Background: an optimization exercise with open tools, aiming at small area, a short achievable clock period and few clock cycles per item. Do not read the settings as production practice.
The RTL was checked by simulation tests, not by an equivalence proof against the original design.

### flow/design.v
`default_nettype none
package sld_pkg;
  localparam int ChanCount   = 3;
  localparam int OutChannels = 3;
  localparam int MaskW       = 3;
  localparam int ChanIdxW    = (ChanCount > 1) ? $clog2(ChanCount) : 1;
  localparam int DutyW    = 10;
  localparam int PeriodW  = 11;
  localparam int SecondW  = 17;
  localparam int HourW    = 5;
  localparam int MinuteW  = 6;
  localparam int SecW     = 6;
  localparam int CfgIdxW  = 3;
  localparam int CfgDataW = 17;
  localparam int DivW     = DutyW + 1;
  localparam int DivSteps = DivW;
  localparam int DivCntW  = $clog2(DivSteps);
  localparam logic [DivW-1:0]    PeriodOffset  = 11'd430;
  localparam logic [PeriodW-1:0] PeriodBias    = 11'd10;
  localparam logic [PeriodW-1:0] StartPeriod   = 11'd9;
  localparam logic [SecondW-1:0] SecsPerHour   = 17'd3600;
  localparam logic [SecondW-1:0] SecsPerMinute = 17'd60;
  localparam logic [DutyW-1:0]   DivisorReset  = 10'd10;
  localparam logic [DutyW-1:0]   StepReset     = 10'd10;
  localparam logic FuncTime   = 1'b0;
  localparam logic FuncExpiry = 1'b1;
  typedef enum logic [CfgIdxW-1:0] {
    CFG_TARGET_CH1   = 3'd0,
    CFG_TARGET_CH2   = 3'd1,
    CFG_TARGET_CH3   = 3'd2,
    CFG_WIN_START    = 3'd3,
    CFG_WIN_STOP     = 3'd4,
    CFG_SMOOTH       = 3'd5,
    CFG_DIVISOR      = 3'd6,
    CFG_RAMP_STEP    = 3'd7
  } cfg_idx_e;
  typedef struct packed {
    logic               func;
    logic [HourW-1:0]   time_hour;
    logic [MinuteW-1:0] time_minute;
    logic [SecW-1:0]    time_second;
    logic [MaskW-1:0]   expired_mask;
  } sld_in_t;
  typedef struct packed {
    logic [DutyW-1:0]   duty_ch1;
    logic [DutyW-1:0]   duty_ch2;
    logic [DutyW-1:0]   duty_ch3;
    logic [PeriodW-1:0] period_ch1;
    logic [PeriodW-1:0] period_ch2;
    logic [PeriodW-1:0] period_ch3;
    logic               ramp_timer_on;
    logic               pwm_on;
    logic               window_active;
  } sld_out_t;
  typedef struct packed {
    logic load;
    logic apply;
    logic div_start;
    logic div_step;
    logic div_last;
    logic emit;
  } sld_cmd_t;
  typedef struct packed {
    logic pend_any;
    logic out_free;
  } sld_stat_t;
endpackage
`default_nettype wire
`default_nettype none
module sld_tracker (
  input  logic        clk_i,
  input  logic        rst_ni,
  input  logic        inval_i,     
  input  logic [9:0]  v_i,         
  input  logic [9:0]  d_i,         
  input  logic        upd_i,       
  input  logic [9:0]  addend_i,    
  input  logic [10:0] qadd_i,      
  output logic        valid_o,
  output logic [10:0] per_o        
);
  logic [9:0]  r_q;
  logic [10:0] q_q;
  logic        valid_q, busy_q;
  logic [3:0]  cnt_q;
  logic [10:0] x, xs;
  logic        ge;
  logic [10:0] qn;
  assign x  = busy_q ? {r_q, q_q[10]} : ({1'b0, r_q} + {1'b0, addend_i});
  assign ge = x >= {1'b0, d_i};
  assign xs = x - {1'b0, d_i};
  assign qn = q_q + qadd_i + {10'd0, ge};
  assign per_o   = qn + 11'd10;
  assign valid_o = valid_q;
  always_ff @(posedge clk_i or negedge rst_ni) begin
    if (!rst_ni) begin
      valid_q <= 1'b0;
      busy_q  <= 1'b0;
      cnt_q   <= '0;
    end else if (inval_i) begin
      valid_q <= 1'b0;
      busy_q  <= 1'b0;
    end else if (busy_q) begin
      cnt_q <= cnt_q + 4'd1;
      if (cnt_q == 4'd10) begin
        busy_q  <= 1'b0;
        valid_q <= 1'b1;
      end
    end else if (!valid_q) begin
      busy_q <= 1'b1;
      cnt_q  <= '0;
    end
  end
  always_ff @(posedge clk_i) begin
    if (!inval_i) begin
      if (busy_q) begin
        r_q <= ge ? xs[9:0] : x[9:0];
        q_q <= {q_q[9:0], ge};
      end else if (!valid_q) begin
        r_q <= '0;
        q_q <= {1'b0, v_i} + 11'd430;
      end else if (upd_i) begin
        r_q <= ge ? xs[9:0] : x[9:0];
        q_q <= qn;
      end
    end
  end
endmodule
`default_nettype wire
`default_nettype none
import sld_pkg::*;
module scheduled_led_soft_ramp_dimmer_core (
  input  logic                clk_i,
  input  logic                rst_ni,
  input  logic                cfg_we_i,
  input  logic [CfgIdxW-1:0]  cfg_idx_i,
  input  logic [CfgDataW-1:0] cfg_wdata_i,
  input  logic                in_valid_i,
  output logic                in_ready_o,
  input  logic [20:0]         in_data_i,
  output logic                out_valid_o,
  input  logic                out_ready_i,
  output logic [65:0]         out_data_o
);
  logic [2:0][9:0] tgt_q;
  logic [16:0]     wstart_q, wstop_q;
  logic            smooth_q;
  logic [9:0]      dv_q;      
  logic [9:0]      step_q;
  always_ff @(posedge clk_i or negedge rst_ni) begin
    if (!rst_ni) begin
      tgt_q    <= '0;
      wstart_q <= '0;
      wstop_q  <= '0;
      smooth_q <= 1'b0;
      dv_q     <= DivisorReset;
      step_q   <= StepReset;
    end else if (cfg_we_i) begin
      case (cfg_idx_i)
        3'd0: tgt_q[0] <= cfg_wdata_i[9:0];
        3'd1: tgt_q[1] <= cfg_wdata_i[9:0];
        3'd2: tgt_q[2] <= cfg_wdata_i[9:0];
        3'd3: wstart_q <= cfg_wdata_i;
        3'd4: wstop_q  <= cfg_wdata_i;
        3'd5: smooth_q <= cfg_wdata_i[0];
        3'd6: dv_q     <= (cfg_wdata_i[9:0] == 10'd0) ? 10'd1 : cfg_wdata_i[9:0];
        default: step_q <= cfg_wdata_i[9:0];
      endcase
    end
  end
  logic wr_div, wr_step;
  logic [2:0] wr_tgt;
  assign wr_div  = cfg_we_i && (cfg_idx_i == 3'd6);
  assign wr_step = cfg_we_i && (cfg_idx_i == 3'd7);
  assign wr_tgt  = {cfg_we_i && (cfg_idx_i == 3'd2),
                    cfg_we_i && (cfg_idx_i == 3'd1),
                    cfg_we_i && (cfg_idx_i == 3'd0)};
  logic [16:0] now_sec;
  logic        in_win;
  logic [4:0]  ent_in;      
  logic [4:0]  e0_q, e1_q;
  logic [1:0]  cnt_q;
  logic        take, go;
  assign now_sec = {12'd0, in_data_i[19:15]} * 17'd3600
                 + {11'd0, in_data_i[14:9]} * 17'd60
                 + {11'd0, in_data_i[8:3]};
  assign in_win  = (now_sec >= wstart_q) && (now_sec < wstop_q);
  assign ent_in  = {in_data_i[20], in_data_i[2:0], in_win};
  assign in_ready_o = !cnt_q[1];
  assign take       = in_valid_i && !cnt_q[1];
  always_ff @(posedge clk_i or negedge rst_ni) begin
    if (!rst_ni) begin
      cnt_q <= '0;
    end else begin
      cnt_q <= cnt_q + {1'b0, take} - {1'b0, go};
    end
  end
  always_ff @(posedge clk_i) begin
    if (go) begin
      e0_q <= (cnt_q[1]) ? e1_q : ent_in;
      if (take) e1_q <= ent_in;
    end else if (take) begin
      if (cnt_q == 2'd0) e0_q <= ent_in;
      else               e1_q <= ent_in;
    end
  end
  logic       h_func, h_win;
  logic [2:0] h_mask;
  assign h_func = e0_q[4];
  assign h_mask = e0_q[3:1];
  assign h_win  = e0_q[0];
  logic [9:0] sq_q, sr_q;
  logic       svalid_q, sbusy_q;
  logic [3:0] scnt_q;
  logic [10:0] s_x, s_xs;
  logic        s_ge;
  assign s_x  = {sr_q, sq_q[9]};
  assign s_ge = s_x >= {1'b0, dv_q};
  assign s_xs = s_x - {1'b0, dv_q};
  always_ff @(posedge clk_i or negedge rst_ni) begin
    if (!rst_ni) begin
      svalid_q <= 1'b0;
      sbusy_q  <= 1'b0;
      scnt_q   <= '0;
    end else if (wr_div || wr_step) begin
      svalid_q <= 1'b0;
      sbusy_q  <= 1'b0;
    end else if (sbusy_q) begin
      scnt_q <= scnt_q + 4'd1;
      if (scnt_q == 4'd9) begin
        sbusy_q  <= 1'b0;
        svalid_q <= 1'b1;
      end
    end else if (!svalid_q) begin
      sbusy_q <= 1'b1;
      scnt_q  <= '0;
    end
  end
  always_ff @(posedge clk_i) begin
    if (!(wr_div || wr_step)) begin
      if (sbusy_q) begin
        sr_q <= s_ge ? s_xs[9:0] : s_x[9:0];
        sq_q <= {sq_q[8:0], s_ge};
      end else if (!svalid_q) begin
        sr_q <= '0;
        sq_q <= step_q;
      end
    end
  end
  logic            powered_q, run_q, oen_q;
  logic [2:0][9:0] cur_q, dst_q, app_q;
  logic [2:0][10:0] per_q;
  logic [2:0]      done_q;
  logic            powered_d, run_d, oen_d;
  logic [2:0][9:0] cur_d, dst_d, app_d;
  logic [2:0][10:0] per_d;
  logic [2:0]      done_d;
  logic [2:0]       t_valid, t_inval, t_upd;
  logic [2:0][9:0]  t_v;
  logic [2:0][10:0] t_per;
  logic [9:0]       addend;
  logic [10:0]      qadd;
  assign addend = powered_q ? sr_q : (dv_q - sr_q);
  assign qadd   = powered_q ? {1'b0, sq_q} : ~{1'b0, sq_q};
  logic [2:0]       at_dst, moving, need;
  logic [2:0][10:0] up_sum;
  logic [2:0]       up_clamp, dn_zero;
  logic             stall;
  always_comb begin
    for (int i = 0; i < 3; i++) begin
      at_dst[i]   = cur_q[i] == dst_q[i];
      moving[i]   = powered_q ? !at_dst[i] : (cur_q[i] != 10'd0);
      up_sum[i]   = {1'b0, cur_q[i]} + {1'b0, step_q};
      up_clamp[i] = up_sum[i] >= {1'b0, dst_q[i]};
      dn_zero[i]  = cur_q[i] <= step_q;
      t_v[i]      = (powered_q && at_dst[i]) ? tgt_q[i] : cur_q[i];
    end
  end
  assign need  = h_mask & moving & ~(t_valid & {3{svalid_q}});
  assign stall = h_func && run_q && (need != 3'b0);
  assign go    = (cnt_q != 2'd0) && (!out_valid_o || out_ready_i) && !stall;
  always_comb begin
    logic all_fin;
    powered_d = powered_q;
    run_d     = run_q;
    oen_d     = oen_q;
    cur_d     = cur_q;
    dst_d     = dst_q;
    app_d     = app_q;
    per_d     = per_q;
    done_d    = done_q;
    t_inval   = {3{wr_div}} | wr_tgt;
    t_upd     = '0;
    all_fin   = 1'b1;
    if (go) begin
      if (!h_func) begin
        if (h_win && !powered_q) begin
          powered_d = 1'b1;
          if (smooth_q) begin
            for (int i = 0; i < 3; i++) begin
              cur_d[i]  = '0;
              per_d[i]  = StartPeriod;
              done_d[i] = 1'b0;
              dst_d[i]  = tgt_q[i];
            end
            run_d   = 1'b1;
            t_inval = 3'b111;
          end else begin
            run_d = 1'b0;
            app_d = tgt_q;
            oen_d = 1'b1;
            t_inval = t_inval | at_dst;
          end
        end else if (!h_win && powered_q) begin
          powered_d = 1'b0;
          if (smooth_q) begin
            for (int i = 0; i < 3; i++) begin
              if (at_dst[i]) cur_d[i] = tgt_q[i];
              dst_d[i]  = '0;
              done_d[i] = 1'b1;
            end
            run_d = 1'b1;
          end else begin
            run_d = 1'b0;
            oen_d = 1'b0;
            app_d = '0;
            t_inval = t_inval | at_dst;
          end
        end
      end else if (run_q) begin
        for (int i = 0; i < 3; i++) begin
          if (h_mask[i]) begin
            if (powered_q) begin
              if (up_clamp[i]) begin
                cur_d[i]  = dst_q[i];
                done_d[i] = 1'b1;
                if (!at_dst[i]) t_inval[i] = 1'b1;
              end else begin
                cur_d[i] = up_sum[i][9:0];
                per_d[i] = t_per[i];
                t_upd[i] = 1'b1;
              end
            end else begin
              if (dn_zero[i]) begin
                cur_d[i]  = '0;
                done_d[i] = 1'b0;
                if (moving[i]) t_inval[i] = 1'b1;
              end else begin
                cur_d[i] = cur_q[i] - step_q;
                per_d[i] = t_per[i];
                t_upd[i] = 1'b1;
              end
            end
            app_d[i] = cur_d[i];
            oen_d    = 1'b1;
          end
          if (powered_q ? !done_d[i] : done_d[i]) all_fin = 1'b0;
        end
        if (all_fin) begin
          run_d = 1'b0;
          if (!powered_q) begin
            oen_d = 1'b0;
            app_d = '0;
          end
        end
      end
    end
  end
  always_ff @(posedge clk_i or negedge rst_ni) begin
    if (!rst_ni) begin
      powered_q <= 1'b0;
      run_q     <= 1'b0;
      oen_q     <= 1'b0;
      cur_q     <= '0;
      dst_q     <= '0;
      app_q     <= '0;
      per_q     <= {3{StartPeriod}};
      done_q    <= '0;
    end else begin
      powered_q <= powered_d;
      run_q     <= run_d;
      oen_q     <= oen_d;
      cur_q     <= cur_d;
      dst_q     <= dst_d;
      app_q     <= app_d;
      per_q     <= per_d;
      done_q    <= done_d;
    end
  end
  for (genvar i = 0; i < 3; i++) begin : g_trk
    sld_tracker u_trk (
      .clk_i    (clk_i),
      .rst_ni   (rst_ni),
      .inval_i  (t_inval[i]),
      .v_i      (t_v[i]),
      .d_i      (dv_q),
      .upd_i    (t_upd[i]),
      .addend_i (addend),
      .qadd_i   (qadd),
      .valid_o  (t_valid[i]),
      .per_o    (t_per[i])
    );
  end
  logic out_valid_q;
  always_ff @(posedge clk_i or negedge rst_ni) begin
    if (!rst_ni)          out_valid_q <= 1'b0;
    else if (go)          out_valid_q <= 1'b1;
    else if (out_ready_i) out_valid_q <= 1'b0;
  end
  assign out_valid_o = out_valid_q;
  assign out_data_o  = {app_q[0], app_q[1], app_q[2],
                        per_q[0], per_q[1], per_q[2],
                        run_q, oen_q, powered_q};
endmodule
`default_nettype wire
### flow/run.sh
#!/bin/bash
# synth_recipe.tcl (not shown) runs the flow's synth.tcl, then flattens the netlist and writes it again
# the make line also repeats each setting of config.mk as NAME=value (left out here)
make -C /OpenROAD-flow-scripts/flow DESIGN_CONFIG=/design/flow/config.mk WORK_HOME=/design/flow/orfs CLKGATE_MAP_FILE= SYNTH_SCRIPT=/design/flow/synth_recipe.tcl finish
### flow/config.mk
export PLATFORM = sky130hd
export DESIGN_NAME = scheduled_led_soft_ramp_dimmer_core
export DESIGN_NICKNAME = scheduled_led_soft_ramp_dimmer_core
export VERILOG_FILES = /design/flow/design.v
export SDC_FILE = /design/flow/constraint.sdc
export NUM_CORES = 4
export LEC_CHECK = 0
export CAP_MARGIN = 20
export CORE_MARGIN = 2
export CORE_UTILIZATION = 40
export SLEW_MARGIN = 20
### flow/constraint.sdc
create_clock -name core_clock -period 10.0 [get_ports {clk_i}]
set_input_delay 2.0000 -clock core_clock [delete_from_list [all_inputs] [get_ports {clk_i}]]
set_output_delay 2.0000 -clock core_clock [all_outputs]
set_load 0.01 [all_outputs]
==> run notes <==
-- layout make-up --
cell class	instances	share of cell area, %
clock buffers	48	3.44
inverters	247	2.92
multi-input cells	2465	56.9
well taps	940	3.70
flip-flops and latches	334	27.8
diodes	3	0.0236
clock inverters	25	0.733
repair buffers	151	4.47
-- cells in the mapped netlist (42+ instances only) --
cell	number	area, sq um
mux2i_1	68	681
xnor2_1	129	1130
dfrtp_1	231	5780
edfxtp_1	93	2790
nor2_1	176	661
nand3_1	83	415
nor3_1	70	350
a21oi_1	183	916
inv_1	245	920
nor2b_1	42	263
xor2_1	85	744
clkbuf_1	95	357
mux2_2	74	833
o21ai_0	194	971
ha_1	303	3790
nand2_1	311	1170
a21o_1	45	338
-- flip-flops by register name, indices dropped and copies added (netlist names), 12 cells and up --
signal / cells
g_trk.u_trk.q_q: 33
cur_q: 30
app_q: 30
wstop_q: 17
dst_q: 30
per_q: 33
wstart_q: 17
g_trk.u_trk.cnt_q: 12
g_trk.u_trk.r_q: 30
tgt_q: 30
-- cell families (layout without fill, tap and decap cells) --
logic type	count (synthesis)	after routing	share of synthesized area, %
AO/OA/AOI/OAI	838	838	19.5
XOR/XNOR	214	214	6.60
adder cells (fa/ha/maj)	338	338	15.8
buffers and inverters	389	471	5.52
flip-flops	334	334	31.1
multiplexers	142	142	5.33
other	0	3	0
AND/OR/NAND/NOR	933	933	16.1
-- worst paths after layout --
kind / end / slack [ns] / startpoint / cells after the start
min reg2reg: per_q[14] / 0.46 / per_q[14] / 2
max in group asynchronous: powered_q / 6.72 / rst_ni / 3
min: per_q[14] / 0.46 / per_q[14] / 2
max: g_trk[0].u_trk.q_q[10] / 1.60 / dv_q[1] / 32
min in group asynchronous: app_q[12] / 1.34 / rst_ni / 1
max reg2reg: g_trk[0].u_trk.q_q[10] / 1.60 / dv_q[1] / 32
-- through the flow --
stage          instance area (sq um)
6_report                       31800
5_1_grt                        31800
4_1_cts                        31700
3_5_place_dp                   30400
3_3_place_gp                   30400
2_1_floorplan                  28400
-- layer usage --
layer / up-vias / track usage (%) / share of wire [%] / wire, um
li1: 11650 / - / - / -
met1: 11815 / 33.5 / 44 / 40400
met2: 775 / 40.4 / 46 / 42300
met3: 140 / 3.78 / 6.4 / 5840
met4: 2 / 7.33 / 3.1 / 2800
met5: - / 0 / 0.014 / 13
-- worst max-delay path: cells and delay by family, from the launching register on --
| family | cells | cell delay, ns |
|---|---|---|
| buf+inv | 2 | 0.32 |
| fa+ha+maj | 5 | 2.01 |
| flops | 1 | 0.56 |
| simple gates | 4 | 0.61 |
| compound gates | 19 | 4.42 |
| xor+xnor | 2 | 0.21 |
==> summary.txt <==
Synth
  • Number of flops mapped to enable cells by yosys: 93
  • Cell area after synthesis: 28400 sq um
  • Synth cell types: 89
  • Post-synthesis sequential area ratio: 31.1%
  • Async S/R FF share, synth: 72.2%
  • Predominant post-synthesis flop cell: dfrtp_1
  • Synth warnings: 2
  • Synth Instances: 3188
  • Syn nets: 3572
  • Syn Area/Cell: 8.90 sq um
  • Yosys reg bits: 334

Placement
  • IO buf count: 113
  • Hpwl dp: 68400 um
  • Post-placement worst setup slack: 1.77 ns
  • Gpl congestion: 0.934
  • Placed cell count: 4137

Clock network
  • Root buffer cell: clkbuf_16
  • CTS H-tree lvls: 2
  • CTS clk-pin slew, worst paths: 0.06 ns
  • Post-CTS Setup Inserts: 0
  • Post-cts resize count: 0
  • Clock Path Buffers: 3
  • Clk sinks: 334
  • CTS tree: done
  • CTS Buf Count: 40
  • Clk Latency, worst-skew pair: 0.59 ns
  • Post-CTS Hold Fix Bufs: 0

Route
  • DRC: 0
  • Drt total wl: 91300 um
  • Vias post-DR: 24382
  • DRT iter0 DRCs: 2172
  • Wire per inst: 21.7 um
  • Via density: 5.79
  • Routed Antenna Nets: 0
  • Pre-antenna DRT Iters: 6

GRT
  • Overall routing resource usage: 24.6%
  • Overflow left after global routing: 0
  • Vias in the first global route: 23553
  • Global-route wire length before repair: 141000 um
  • Antenna violations before repair: 4
  • Pin count of the biggest net entering global routing: 68

Finish
  • Fin util: 45.3%
  • Final cell count without fillers: 4213
  • Commonest cells after routing, fill and taps aside: nand2_1, ha_1, inv_1
  • Fill cell count: 6970
  • Area Overhead vs Synth: 11.9%
  • Register Area: 8840 sq um
  • Layout Nets: 3623
  • Fraction of layout cells with a size suffix above 1: 7.55%
  • Area of the multi-input gates: 18100 sq um
  • Commonest non-fill, non-tap cell in the layout: nand2_1

Floorplanning
  • Total core area: 70100 sq um
  • Initial core utilization: 40.5%
  • Cell Rows: 97
  • Chip width: 270 um
  • Top Ports: 114
  • Die area: 73100 sq um
  • Die Y: 270 um

Timing
  • Final hold vios: 0
  • Fin crit period: 8.40 ns
  • RSZ-0062 raised after global routing: false
  • Layout Skew: 0.0342 ns
  • Hold Slack: 0.459 ns
  • TNS Setup: 0 ns
  • FMAX: 0.119 GHz
  • Setup violations, final: 0
  • Fin. max-slew vios: 0
  • Slew @ Worst Pin: 1.00 ns
  • Setup slack after layout: 1.60 ns
  • Period utilisation layout: 84.0%
  • Worst slew margin: 31.5%

Setup path
  • Required @ worst endpoint: 10.31 ns
  • Slowest cell on crit path: o31ai_1
  • Worst EP arrival: 8.72 ns
  • Critical path peak fanout: 9
  • CP startpoint kind: flip-flop
  • Max incr delay on CP: 0.79 ns
  • Critical path class: flip-flop to flip-flop
  • Crit. End Element: flip-flop

Status
  • Outcome: no timing/DRC/antenna violations

Flow run
  • Max cap viols: 0

Min path
  • HP Class: flip-flop to flip-flop
Testbench counts, summed over its fixed seeds: cycles 4,728, items 3,822.

[re-timing with driven ports]
The flow's constraints put no driver on any port. The routed layout listed below was extracted and timed again, unchanged, in two steps. Step 1 (the two cells are an assumption about what drives the block):
set clk [get_ports {clk_i}]
set_driving_cell -lib_cell sky130_fd_sc_hd__clkbuf_16 $clk
set_driving_cell -lib_cell sky130_fd_sc_hd__buf_2 [delete_from_list [all_inputs] $clk]
Step 2 also shifts input and output timing later by t, the mid clock arrival at the registers, as if the neighbouring blocks saw the same clock. a / b / c = no drivers / after step 1 / after step 2; a / b = the first two.
t, ns: 0.638
setup WS [ns]: 1.595 / 1.595 / 1.595
latest minus earliest clock arrival (ns): 0.034 / 0.034
worst register clock-pin slew, ns: 0.07 / 0.07
cell pins on the clock port's net: 1
After both steps this run still meets setup and hold. The setup slack of this run moves by 0.000 ns with the drivers and by 0.000 ns with both steps.
